Source: an optimization exercise on an open RTL-to-GDS flow (aim: small area and a short achievable clock period). Production flows keep margins and buffers that such runs may drop.
Only simulation tests tie the RTL to the original design; equivalence was not proved.
Power is estimated from default activity; no workload was simulated.

## run A
Design axil_fetch, start of the top module:
module axil_fetch (
	input  logic S_AXI_ACLK,
	input  logic fifo_reset,
	input  logic i_new_pc,
	input  fetch_pkg::addr_t i_pc,
	input  logic i_ready,
	output fetch_pkg::insn_t o_insn,
	output fetch_pkg::addr_t o_pc,
	output logic o_valid,
	output logic o_illegal,
	output logic M_AXI_ARVALID,
	input  logic M_AXI_ARREADY,
	output fetch_pkg::addr_t M_AXI_ARADDR,
	input  logic M_AXI_RVALID,
	output logic M_AXI_RREADY,
	input  fetch_pkg::bus_word_t M_AXI_RDATA,
	input  logic [1:0] M_AXI_RRESP
);
export LEC_CHECK = 0
export ABC_CLOCK_PERIOD_IN_PS = 2000
export CAP_MARGIN = 20
export CORE_MARGIN = 2
export CORE_UTILIZATION = 40
export SETUP_SLACK_MARGIN = 2.0
export SLEW_MARGIN = 20
create_clock -name core_clock -period 4.0 [get_ports {S_AXI_ACLK}]
standard.sh (not shown) runs the stock make flow with config.mk's settings and CLKGATE_MAP_FILE= SYNTH_SCRIPT=/design/flow/synth_recipe.tcl, a recipe that flattens the netlist after the stock synthesis.
==> flow/flow/run.sh <==
#!/bin/bash
# The standard layout, with the smallest buffer on the ports and no dummy loads in the clock tree.
set -euo pipefail
bash standard.sh \
	"BUFFER_PORTS_ARGS=-buffer_cell sky130_fd_sc_hd__buf_1" \
	"CTS_ARGS=-sink_clustering_enable -repair_clock_nets -dont_use_dummy_load" \
	finish > standard.log 2>&1
Input changes introduced in run B (baseline for comparison: run A):
- SETUP_SLACK_MARGIN now 2.2, was 2.0
- ABC_CLOCK_PERIOD_IN_PS now 1800, was 2000
==> flow/run.sh (new file) <==
#!/bin/bash
# synth_recipe.tcl (not shown) runs the flow's synth.tcl, then flattens the netlist and writes it again
# the make line also repeats each setting of config.mk as NAME=value (left out here)
make -C /OpenROAD-flow-scripts/flow DESIGN_CONFIG=/design/flow/config.mk WORK_HOME=/design/flow/orfs CLKGATE_MAP_FILE= SYNTH_SCRIPT=/design/flow/synth_recipe.tcl finish
removed: flow/flow/run.sh
removed: flow/standard.sh
[summary]
Of run B and run A, run A shows the higher share of the final layout cell area in multi-input gates, with run B below it.
Clock insertion delay at the later pin of the skew report of run A is on par with run B.
Run B reports a higher total track usage than run A does.
Delta (run B minus run A): worst setup slack level; ratio of final minimum period to clock period essentially unchanged; maximum frequency level.
Count of endpoints failing hold in the final timing report: run A vs run B, no meaningful difference
## Diff of input files: run C against run B
- swapping 2.2 for 2.0 in SETUP_SLACK_MARGIN
- swapping 1800 for 2000 in ABC_CLOCK_PERIOD_IN_PS
==> flow/flow/run.sh (new file) <==
#!/bin/bash
# The standard layout, with the smallest buffer on the ports and a clock tree of larger
# sink clusters without dummy loads. make's full output goes to standard.log here, and
# each ORFS step keeps its own log under orfs/logs.
set -euo pipefail
bash standard.sh \
	"BUFFER_PORTS_ARGS=-buffer_cell sky130_fd_sc_hd__buf_1" \
	"CTS_ARGS=-sink_clustering_enable -repair_clock_nets -dont_use_dummy_load -sink_clustering_size 30 -sink_clustering_max_diameter 100" \
	finish > standard.log 2>&1
==> flow/standard.sh (new file) <==
#!/bin/bash
# synth_recipe.tcl (not shown) runs the flow's synth.tcl, then flattens the netlist and writes it again
# the make line also repeats each setting of config.mk as NAME=value (left out here)
make -C /OpenROAD-flow-scripts/flow DESIGN_CONFIG=/design/flow/config.mk WORK_HOME=/design/flow/orfs CLKGATE_MAP_FILE= SYNTH_SCRIPT=/design/flow/synth_recipe.tcl "${@:-finish}"
removed: flow/run.sh
Final-report setup violation count: run B vs run C — no meaningful difference. Between run C and run B, the share of the core filled with cells is higher for run B. Against run B, run C reports a max-slew headroom at the worst pin that is lower.


axil_fetch, a different RTL version from the one above (not shown whole).
For scale: ~1900 cells after synthesis, about 640 flip-flops, roughly 200 I/O pins, ~25000 um^2 of cells after synthesis.
// axil_fetch
module axil_fetch (
	input  logic S_AXI_ACLK,
	input  logic fifo_reset,
	input  logic i_new_pc,
	input  fetch_pkg::addr_t i_pc,
	input  logic i_ready,
	output fetch_pkg::insn_t o_insn,
	output fetch_pkg::addr_t o_pc,
	output logic o_valid,
	output logic o_illegal,
	output logic M_AXI_ARVALID,
	input  logic M_AXI_ARREADY,
	output fetch_pkg::addr_t M_AXI_ARADDR,
	input  logic M_AXI_RVALID,
	output logic M_AXI_RREADY,
	input  fetch_pkg::bus_word_t M_AXI_RDATA,
	input  logic [1:0] M_AXI_RRESP
);
clock: 4.0 ns
lec_check: 0
cap_margin: 20
core_margin: 2
core_utilization: 75
place_density: 0.85
setup_slack_margin: 2.0
slew_margin: 20
==> flow/flow/run.sh <==
#!/bin/bash
# The standard layout, with the smallest buffer on the ports and a clock tree of larger
# sink clusters without dummy loads. make's full output goes to standard.log here, and
# each ORFS step keeps its own log under orfs/logs.
set -euo pipefail
bash standard.sh \
	"BUFFER_PORTS_ARGS=-buffer_cell sky130_fd_sc_hd__buf_1" \
	"CTS_ARGS=-sink_clustering_enable -repair_clock_nets -dont_use_dummy_load -sink_clustering_size 25 -sink_clustering_max_diameter 80" \
	finish > standard.log 2>&1
==> next run, changes <==
Settings changed: CORE_UTILIZATION 75 to 70, PLACE_DENSITY 0.85 to 0.8.
=> The new run completed with no timing, DRC or antenna violations. Routed wire length fell by 4.8%. First-iteration DRC count fell by about 20%. Worst hold slack is better by 0.0065 ns. Clock skew rose by 0.071 ns. Power fell by about 0.44%.

## port drivers added, routing unchanged
No port has a modelled driver above. Below, the same layouts with a new extraction and two added sets of constraints. Step 1 (the two cells are an assumption about what drives the block):
set clk [get_ports {S_AXI_ACLK}]
set_driving_cell -lib_cell sky130_fd_sc_hd__clkbuf_16 $clk
set_driving_cell -lib_cell sky130_fd_sc_hd__buf_2 [delete_from_list [all_inputs] $clk]
Step 2, shift: input delay + t, output delay - t, t = (earliest + latest rising clock arrival at the registers) / 2. This alone moves slack from input paths to output paths. a / b / c = no drivers / after step 1 / after step 2; a / b = the first two.
| run | t, ns | setup slack, ns | worst hold slack (ns) | worst data-port slew with drivers (ns) | cell pins on the clock port's net |
|---|---|---|---|---|---|
| run A | 0.643 | 1.909 / 1.909 / 1.389 | 0.489 / 0.474 / 0.489 | 0.14 | 1 |
| run B | 0.675 | 1.908 / 1.896 / 1.329 | 0.487 / 0.487 / 0.487 | 0.15 | 1 |
| run C | 0.669 | 1.882 / 1.882 / 1.340 | 0.473 / 0.438 / 0.488 | 0.14 | 1 |
| the first run of note 2 | 0.643 | 2.009 / 1.976 / 1.433 | 0.466 / 0.433 / 0.493 | 0.11 | 1 |
| the second run of note 2 | 0.649 | 2.029 / 1.968 / 1.473 | 0.472 / 0.437 / 0.472 | 0.09 | 1 |
After both steps setup and hold are still met in every run listed. For run B, which loses most, drivers alone change the setup slack by -0.012 ns; drivers and shift together by -0.579 ns.
